From an optimization exercise on the open Yosys and OpenROAD flow, aimed at small area, a short achievable clock period and few clock cycles per item; shortcuts taken in it are not production practice.
The RTL was checked by simulation tests, not by an equivalence proof against the original design.
No activity file was given, so power comes from the tool's default toggle rates.

==> flow/design.v <==
package efsd_pkg;
    localparam logic RegActive = 1'b0;
    localparam logic RegLimit  = 1'b1;
    localparam logic [4:0]  ActiveReset = 5'd1;
    localparam logic [15:0] LimitReset  = 16'd20;
    localparam logic [31:0] TimeMax = 32'hFFFF_FFFF;
    typedef enum logic [4:0] {
        S_IDLE  = 5'b00001,
        S_SCAN  = 5'b00010,
        S_START = 5'b00100,
        S_SUM   = 5'b01000,
        S_DONE  = 5'b10000
    } t_state;
    typedef struct packed {
        logic [4:0]  active_servers;
        logic [15:0] wait_limit;
    } t_cfg;
    function automatic logic ahead(input logic [31:0] a, input logic [31:0] b,
                                   input logic tie);
        ahead = {a, 1'b0} < {b, tie};
    endfunction
endpackage
module efsd_cfg (
    input  logic                i_clk,
    input  logic                i_rst_n,
    input  logic                psel,
    input  logic                penable,
    input  logic                pwrite,
    input  logic [2:0]          paddr,
    input  logic [31:0]         pwdata,
    output logic [31:0]         prdata,
    output logic                pready,
    output efsd_pkg::t_cfg      o_cfg,
    output logic [15:0]         o_act       
);
    logic [4:0]  r_active;
    logic [15:0] r_limit;
    logic        wr_en;
    logic [15:0] r_act;
    logic [15:0] act_d;
    always_comb begin
        act_d[0] = 1'b1;
        for (int k = 1; k < 16; k++) begin
            act_d[k] = (pwdata[4:0] > 5'(k));
        end
    end
    assign wr_en  = psel & penable & pwrite;
    assign pready = 1'b1;
    always_ff @(posedge i_clk) begin
        if (!i_rst_n) begin
            r_active <= efsd_pkg::ActiveReset;
            r_limit  <= efsd_pkg::LimitReset;
            r_act    <= 16'd1;
        end else if (wr_en) begin
            unique case (paddr[2])
                efsd_pkg::RegActive: begin
                    r_active <= pwdata[4:0];
                    r_act    <= act_d;
                end
                efsd_pkg::RegLimit:  r_limit  <= pwdata[15:0];
                default: ;
            endcase
        end
    end
    always_comb begin
        unique case (paddr[2])
            efsd_pkg::RegActive: prdata = {27'd0, r_active};
            efsd_pkg::RegLimit:  prdata = {16'd0, r_limit};
            default:             prdata = 32'd0;
        endcase
    end
    assign o_cfg.active_servers = r_active;
    assign o_cfg.wait_limit     = r_limit;
    assign o_act                = r_act;
endmodule
module efsd_mem #(
    parameter int DEPTH = 16,
    parameter int AW    = 4
) (
    input  logic             i_clk,
    input  logic             i_rst_n,
    input  logic [DEPTH-1:0] i_act,       
    input  logic [DEPTH-1:0] i_win,       
    input  logic [DEPTH-1:0] i_skip,      
    input  logic             i_wr_en,     
    input  logic [31:0]      i_wr_data,   
    input  logic             i_wr_zero,   
    output logic [DEPTH-1:0] o_sel,       
    output logic [31:0]      o_rd_data,   
    output logic             o_sel_hi     
);
    logic [31:0]      r_mem [DEPTH];
    logic [DEPTH-1:0] r_valid;
    logic [DEPTH-1:0] r_ord [DEPTH];      
    logic [DEPTH-1:0] beats [DEPTH];      
    logic [DEPTH-1:0] below;              
    logic [DEPTH-1:0] bw;                 
    always_comb begin
        for (int k = 0; k < DEPTH; k++) begin
            for (int j = 0; j < DEPTH; j++) begin
                if (k < j) begin
                    beats[k][j] = r_ord[k][j];
                end else if (k > j) begin
                    beats[k][j] = ~r_ord[j][k];
                end else begin
                    beats[k][j] = 1'b1;
                end
            end
        end
    end
    always_comb begin
        for (int k = 0; k < DEPTH; k++) begin
            o_sel[k] = i_act[k] & ~i_skip[k];
            for (int j = 0; j < DEPTH; j++) begin
                if (j != k) begin
                    o_sel[k] = o_sel[k] & (~i_act[j] | i_skip[j] | beats[k][j]);
                end
            end
        end
    end
    always_comb begin
        o_rd_data = '0;
        for (int k = 0; k < DEPTH; k++) begin
            if (o_sel[k] & r_valid[k]) begin
                o_rd_data = o_rd_data | r_mem[k];
            end
        end
    end
    logic [DEPTH-1:0] bw_raw;             
    for (genvar k = 0; k < DEPTH; k++) begin : g_cmp
        efsd_cmp u_cmp (
            .i_a   (i_wr_data),
            .i_b   (r_mem[k]),
            .i_tie (below[k]),
            .o_lt  (bw_raw[k])
        );
    end
    always_comb begin
        for (int k = 0; k < DEPTH; k++) begin
            below[k] = 1'b0;
            for (int j = 0; j < k; j++) begin
                below[k] = below[k] | i_win[j];
            end
        end
        o_sel_hi = |(o_sel & below);
        for (int k = 0; k < DEPTH; k++) begin
            if (r_valid[k]) begin
                bw[k] = bw_raw[k];
            end else begin
                bw[k] = i_wr_zero & below[k];
            end
        end
    end
    always_ff @(posedge i_clk) begin
        for (int k = 0; k < DEPTH; k++) begin
            if (i_wr_en && i_win[k]) begin
                r_mem[k] <= i_wr_data;
            end
        end
    end
    always_ff @(posedge i_clk) begin
        if (!i_rst_n) begin
            r_valid <= '0;
            for (int i = 0; i < DEPTH; i++) begin
                r_ord[i] <= '1;
            end
        end else if (i_wr_en) begin
            r_valid <= r_valid | i_win;
            for (int i = 0; i < DEPTH; i++) begin
                for (int j = i + 1; j < DEPTH; j++) begin
                    if (i_win[i]) begin
                        r_ord[i][j] <= bw[j];
                    end else if (i_win[j]) begin
                        r_ord[i][j] <= ~bw[i];
                    end
                end
            end
        end
    end
endmodule
module efsd_cmp (
    input  logic [31:0] i_a,
    input  logic [31:0] i_b,
    input  logic        i_tie,
    output logic        o_lt
);
    logic [31:0] lt;
    logic [31:0] le;
    always_comb begin
        lt = ~i_a & i_b;
        le = ~i_a | i_b;
        for (int w = 16; w >= 1; w = w / 2) begin
            for (int i = 0; i < w; i++) begin
                lt[i] = lt[2*i+1] | (le[2*i+1] & lt[2*i]);
                le[i] = lt[2*i+1] | (le[2*i+1] & le[2*i]);
            end
        end
    end
    assign o_lt = lt[0] | (le[0] & i_tie);
endmodule
module efsd_add (
    input  logic [31:0] i_a,
    input  logic [15:0] i_b,
    output logic [31:0] o_sum
);
    logic [32:0] sum;
    assign sum   = {1'b0, i_a} + {17'd0, i_b};
    assign o_sum = sum[32] ? 32'hFFFF_FFFF : sum[31:0];
endmodule
module efsd_sub (
    input  logic [31:0] i_a,
    input  logic [31:0] i_b,
    output logic [31:0] o_diff
);
    assign o_diff = i_a - i_b;
endmodule
module efsd_cmp_fast (
    input  logic [31:0] i_a,
    input  logic [31:0] i_b,
    input  logic        i_tie,
    output logic        o_lt
);
    logic [7:0] lt;
    logic [7:0] eq;
    always_comb begin
        for (int g = 0; g < 8; g++) begin
            lt[g] = i_a[4*g +: 4] < i_b[4*g +: 4];
            eq[g] = i_a[4*g +: 4] == i_b[4*g +: 4];
        end
        for (int w = 4; w >= 1; w = w / 2) begin
            for (int i = 0; i < w; i++) begin
                lt[i] = lt[2*i+1] | (eq[2*i+1] & lt[2*i]);
                eq[i] = eq[2*i+1] & eq[2*i];
            end
        end
    end
    assign o_lt = lt[0] | (eq[0] & i_tie);
endmodule
module earliest_free_server_dispatch #(
    parameter int MAX_SERVERS = 16
) (
    input  logic        i_clk,
    input  logic        i_rst_n,
    input  logic        i_valid,
    output logic        o_stall,
    input  logic [31:0] i_arrival_time,
    input  logic [15:0] i_service_time,
    output logic        o_valid,
    input  logic        i_stall,
    output logic [3:0]  o_server_index,
    output logic [31:0] o_start_time,
    output logic [31:0] o_wait_time,
    output logic        o_over_limit,
    output logic [31:0] o_over_total,
    input  logic        psel,
    input  logic        penable,
    input  logic        pwrite,
    input  logic [2:0]  paddr,
    input  logic [31:0] pwdata,
    output logic [31:0] prdata,
    output logic        pready
);
    localparam int N = 16;
    efsd_pkg::t_cfg cfg;
    logic        r_in_full;
    logic [31:0] r_arrival;
    logic [15:0] r_service;
    logic [N-1:0] r_win;
    logic [N-1:0] r_skip;    
    logic [N-1:0] win_d;
    logic [31:0]  r_fb;
    logic         r_out_valid;
    logic [3:0]   r_out_index;
    logic [31:0]  r_out_start;
    logic [31:0]  r_out_wait;
    logic         r_out_over;
    logic [31:0]  r_total;
    logic         accept;
    logic         go;
    logic [N-1:0] act;
    logic [N-1:0] skip;
    logic [N-1:0] sel;
    logic         sel_hi;
    logic [31:0]  f2;
    logic [31:0]  diff;
    logic         late;
    logic [31:0]  sum_a;
    logic [31:0]  sum_f;
    logic [31:0]  start;
    logic [31:0]  wait_t;
    logic [31:0]  end_t;
    logic         over;
    logic         newb;
    logic         newb_lt;
    logic [3:0]   idx;
    efsd_cfg u_cfg (
        .i_clk   (i_clk),
        .i_rst_n (i_rst_n),
        .psel    (psel),
        .penable (penable),
        .pwrite  (pwrite),
        .paddr   (paddr),
        .pwdata  (pwdata),
        .prdata  (prdata),
        .pready  (pready),
        .o_cfg   (cfg),
        .o_act   (act)
    );
    assign skip = r_skip;
    efsd_mem #(
        .DEPTH (N),
        .AW    (4)
    ) u_mem (
        .i_clk     (i_clk),
        .i_rst_n   (i_rst_n),
        .i_act     (act),
        .i_win     (r_win),
        .i_skip    (skip),
        .i_wr_en   (r_in_full),
        .i_wr_data (end_t),
        .i_wr_zero ((r_fb == 32'd0) && (r_arrival == 32'd0) && (r_service == 16'd0)),
        .o_sel     (sel),
        .o_rd_data (f2),
        .o_sel_hi  (sel_hi)
    );
    assign go      = r_in_full & (~r_out_valid | ~i_stall);
    assign o_stall = r_in_full & r_out_valid & i_stall;
    assign accept  = i_valid & ~o_stall;
    efsd_cmp u_cmp_late (
        .i_a   (r_fb),
        .i_b   (r_arrival),
        .i_tie (1'b0),
        .o_lt  (late)
    );
    efsd_sub u_sub (
        .i_a    (r_fb),
        .i_b    (r_arrival),
        .o_diff (diff)
    );
    efsd_add u_add_a (
        .i_a   (r_arrival),
        .i_b   (r_service),
        .o_sum (sum_a)
    );
    efsd_add u_add_f (
        .i_a   (r_fb),
        .i_b   (r_service),
        .o_sum (sum_f)
    );
    assign start  = late ? r_arrival : r_fb;
    assign wait_t = late ? 32'd0 : diff[31:0];
    assign end_t  = late ? sum_a : sum_f;
    assign over   = ~late & ((|diff[31:16]) | (diff[15:0] > cfg.wait_limit));
    efsd_cmp_fast u_cmp_newb (
        .i_a   (end_t),
        .i_b   (f2),
        .i_tie (sel_hi),
        .o_lt  (newb_lt)
    );
    assign newb = ~act[1] | newb_lt;
    assign win_d = (!r_in_full || (go && !newb)) ? sel : r_win;
    always_ff @(posedge i_clk) begin
        if (!i_rst_n) begin
            r_skip <= '0;
        end else if (accept || (r_in_full && !go)) begin
            r_skip <= win_d;
        end else begin
            r_skip <= '0;
        end
    end
    always_ff @(posedge i_clk) begin
        if (!r_in_full || (go && !newb)) begin
            r_win <= sel;
            r_fb  <= f2;
        end else if (go) begin
            r_fb <= end_t;
        end
    end
    always_comb begin
        idx = '0;
        for (int k = 0; k < N; k++) begin
            if (r_win[k]) begin
                idx = idx | 4'(k);
            end
        end
    end
    always_ff @(posedge i_clk) begin
        if (!i_rst_n) begin
            r_in_full <= 1'b0;
        end else begin
            r_in_full <= accept | (r_in_full & ~go);
        end
    end
    always_ff @(posedge i_clk) begin
        if (accept) begin
            r_arrival <= i_arrival_time;
            r_service <= i_service_time;
        end
    end
    always_ff @(posedge i_clk) begin
        if (!i_rst_n) begin
            r_total     <= '0;
            r_out_valid <= 1'b0;
        end else begin
            r_out_valid <= go | (r_out_valid & i_stall);
            if (go && over && (r_total != efsd_pkg::TimeMax)) begin
                r_total <= r_total + 32'd1;
            end
        end
    end
    always_ff @(posedge i_clk) begin
        if (go) begin
            r_out_index <= idx;
            r_out_start <= start;
            r_out_wait  <= wait_t;
            r_out_over  <= over;
        end
    end
    assign o_valid        = r_out_valid;
    assign o_server_index = r_out_index;
    assign o_start_time   = r_out_start;
    assign o_wait_time    = r_out_wait;
    assign o_over_limit   = r_out_over;
    assign o_over_total   = r_total;
endmodule
clock: 8.0 ns
lec_check: 0
cap_margin: 20
core_margin: 2
core_utilization: 50
setup_slack_margin: 3.5
slew_margin: 20
synth_hierarchical: 1
tns_end_percent: 10
run.sh (not shown) runs the stock make flow with config.mk's settings and CLKGATE_MAP_FILE= SYNTH_SCRIPT=/design/flow/synth_recipe.tcl, a recipe that flattens the netlist after the stock synthesis.
Testbench counts at the start, summed over its fixed seeds: cycles 12,032, items 12,000.
Then changed:
--- a/flow/design.v
+++ b/flow/design.v
@@ -215,26 +215,4 @@
     assign o_diff = i_a - i_b;
 endmodule
-module efsd_cmp_fast (
-    input  logic [31:0] i_a,
-    input  logic [31:0] i_b,
-    input  logic        i_tie,
-    output logic        o_lt
-);
-    logic [7:0] lt;
-    logic [7:0] eq;
-    always_comb begin
-        for (int g = 0; g < 8; g++) begin
-            lt[g] = i_a[4*g +: 4] < i_b[4*g +: 4];
-            eq[g] = i_a[4*g +: 4] == i_b[4*g +: 4];
-        end
-        for (int w = 4; w >= 1; w = w / 2) begin
-            for (int i = 0; i < w; i++) begin
-                lt[i] = lt[2*i+1] | (eq[2*i+1] & lt[2*i]);
-                eq[i] = eq[2*i+1] & eq[2*i];
-            end
-        end
-    end
-    assign o_lt = lt[0] | (eq[0] & i_tie);
-endmodule
 module earliest_free_server_dispatch #(
     parameter int MAX_SERVERS = 16
@@ -267,6 +245,4 @@
     logic [15:0] r_service;
     logic [N-1:0] r_win;
-    logic [N-1:0] r_skip;    
-    logic [N-1:0] win_d;
     logic [31:0]  r_fb;
     logic         r_out_valid;
@@ -307,5 +283,5 @@
         .o_act   (act)
     );
-    assign skip = r_skip;
+    assign skip = r_in_full ? r_win : '0;
     efsd_mem #(
         .DEPTH (N),
@@ -352,5 +328,5 @@
     assign end_t  = late ? sum_a : sum_f;
     assign over   = ~late & ((|diff[31:16]) | (diff[15:0] > cfg.wait_limit));
-    efsd_cmp_fast u_cmp_newb (
+    efsd_cmp u_cmp_newb (
         .i_a   (end_t),
         .i_b   (f2),
@@ -359,14 +335,4 @@
     );
     assign newb = ~act[1] | newb_lt;
-    assign win_d = (!r_in_full || (go && !newb)) ? sel : r_win;
-    always_ff @(posedge i_clk) begin
-        if (!i_rst_n) begin
-            r_skip <= '0;
-        end else if (accept || (r_in_full && !go)) begin
-            r_skip <= win_d;
-        end else begin
-            r_skip <= '0;
-        end
-    end
     always_ff @(posedge i_clk) begin
         if (!r_in_full || (go && !newb)) begin
=> The changed run finished with timing, DRC and antenna clean; die area went down by 0.59%; utilization is higher by 0.26 points; non-clock buffer count is higher by 45; worst setup slack is worse by 0.21 ns; fmax falls by 3.5%; power is higher by 2.2%; cell count stays flat; final area shrinks by 0.68%; sequential power is higher by about 2%; combinational power is higher by 10%.
Testbench counts after the change, summed over its fixed seeds: cycles 12,032, items 12,000.

---

## job 4987
RTL: the design.v shown in full above, as it stands there.
export LEC_CHECK = 0
export CAP_MARGIN = 20
export CORE_MARGIN = 2
export CORE_UTILIZATION = 50
export CTS_BUF_LIST = sky130_fd_sc_hd__clkbuf_8
export SETUP_SLACK_MARGIN = 3.5
export SLEW_MARGIN = 20
export SYNTH_HIERARCHICAL = 1
export TNS_END_PERCENT = 0
create_clock -name core_clock -period 8.0 [get_ports {i_clk}]
Testbench counts of job 4987, summed over its fixed seeds: cycles 12,032, items 12,000.
Input changes introduced in job 5589 (baseline for comparison: job 4987):
--- a/flow/design.v
+++ b/flow/design.v
@@ -281,12 +281,15 @@
     logic [N-1:0] skip;
     logic [N-1:0] sel;
     logic         sel_hi;
     logic [31:0]  f2;
     logic [31:0]  diff;
     logic         late;
+    logic         r_late;
+    logic         new_lt;
+    logic         f2_lt;
     logic [31:0]  sum_a;
     logic [31:0]  sum_f;
     logic [31:0]  start;
     logic [31:0]  wait_t;
     logic [31:0]  end_t;
     logic         over;
@@ -323,18 +326,34 @@
         .o_rd_data (f2),
         .o_sel_hi  (sel_hi)
     );
     assign go      = r_in_full & (~r_out_valid | ~i_stall);
     assign o_stall = r_in_full & r_out_valid & i_stall;
     assign accept  = i_valid & ~o_stall;
-    efsd_cmp u_cmp_late (
-        .i_a   (r_fb),
-        .i_b   (r_arrival),
+    efsd_cmp_fast u_cmp_new_late (
+        .i_a   (end_t),
+        .i_b   (i_arrival_time),
         .i_tie (1'b0),
-        .o_lt  (late)
+        .o_lt  (new_lt)
     );
+    efsd_cmp_fast u_cmp_f2_late (
+        .i_a   (f2),
+        .i_b   (i_arrival_time),
+        .i_tie (1'b0),
+        .o_lt  (f2_lt)
+    );
+    always_ff @(posedge i_clk) begin
+        if (accept) begin
+            if (r_in_full && newb) begin
+                r_late <= new_lt;
+            end else begin
+                r_late <= f2_lt;
+            end
+        end
+    end
+    assign late = r_late;
     efsd_sub u_sub (
         .i_a    (r_fb),
         .i_b    (r_arrival),
         .o_diff (diff)
     );
     efsd_add u_add_a (
--- outcome ---
Looking at design area, job 5589 sits about 1% lower than job 4987 does. Count of state elements after synthesis of job 5589 is on par with job 4987. Cmp job 4987 and job 5589 / average detailed-routed wire length per instance / lower: job 5589. Per the comparison of job 5589 with job 4987, met3 usage shows a reduction of 4.0 points, smallest setup slack after layout shows a reduction of 0.027 ns, non-clock buffer count shows a reduction of about 22%, final critical delay including setup and external delays shows an increase of 0.027 ns. In job 5589, the met1 wire length came out about 3.5% below the value in job 4987. Compared with job 4987, in job 5589 wire length of the first global-routing pass lost about 2.6%, wire length fell about 5.4%, clock buffer count from CTS has increased. Job 5589 ended up with a higher die area than job 4987 did.
Testbench counts of job 5589, summed over its fixed seeds: cycles 12,032, items 12,000.

[separate check: timing with driven ports]
The results above use ideal ports. As a check the final layouts listed here were re-extracted and re-timed, cells and wires unchanged.
Step 1: set_driving_cell puts a clkbuf_16 on i_clk and a buf_2 on each other input, an assumption about the parent block.
Step 2 times the ports against the registers' clock, not the clock port: input delays grow and output delays shrink by t, the midpoint of the rising clock arrivals with the driver on.
a / b / c = ideal ports / drivers / drivers and shift; a / b = the first two.
| run | t (ns) | setup slack, ns | hold slack, ns | slew at the worst register clock pin (ns) | worst slew at a driven data input, ns |
|---|---|---|---|---|---|
| the first run of note 1 | 0.797 | 2.248 / 2.248 / 2.248 | 0.470 / 0.470 / 0.470 | 0.07 / 0.07 | 0.09 |
| the second run of note 1 | 0.791 | 2.042 / 2.042 / 2.042 | 0.459 / 0.459 / 0.459 | 0.07 / 0.07 | 0.09 |
| job 4987 | 0.960 | 2.344 / 2.344 / 2.344 | 0.479 / 0.479 / 0.479 | 0.08 / 0.08 | 0.12 |
| job 5589 | 0.946 | 2.317 / 2.317 / 2.317 | 0.459 / 0.459 / 0.459 | 0.07 / 0.07 | 0.08 |
After both steps every run listed still meets setup and hold.
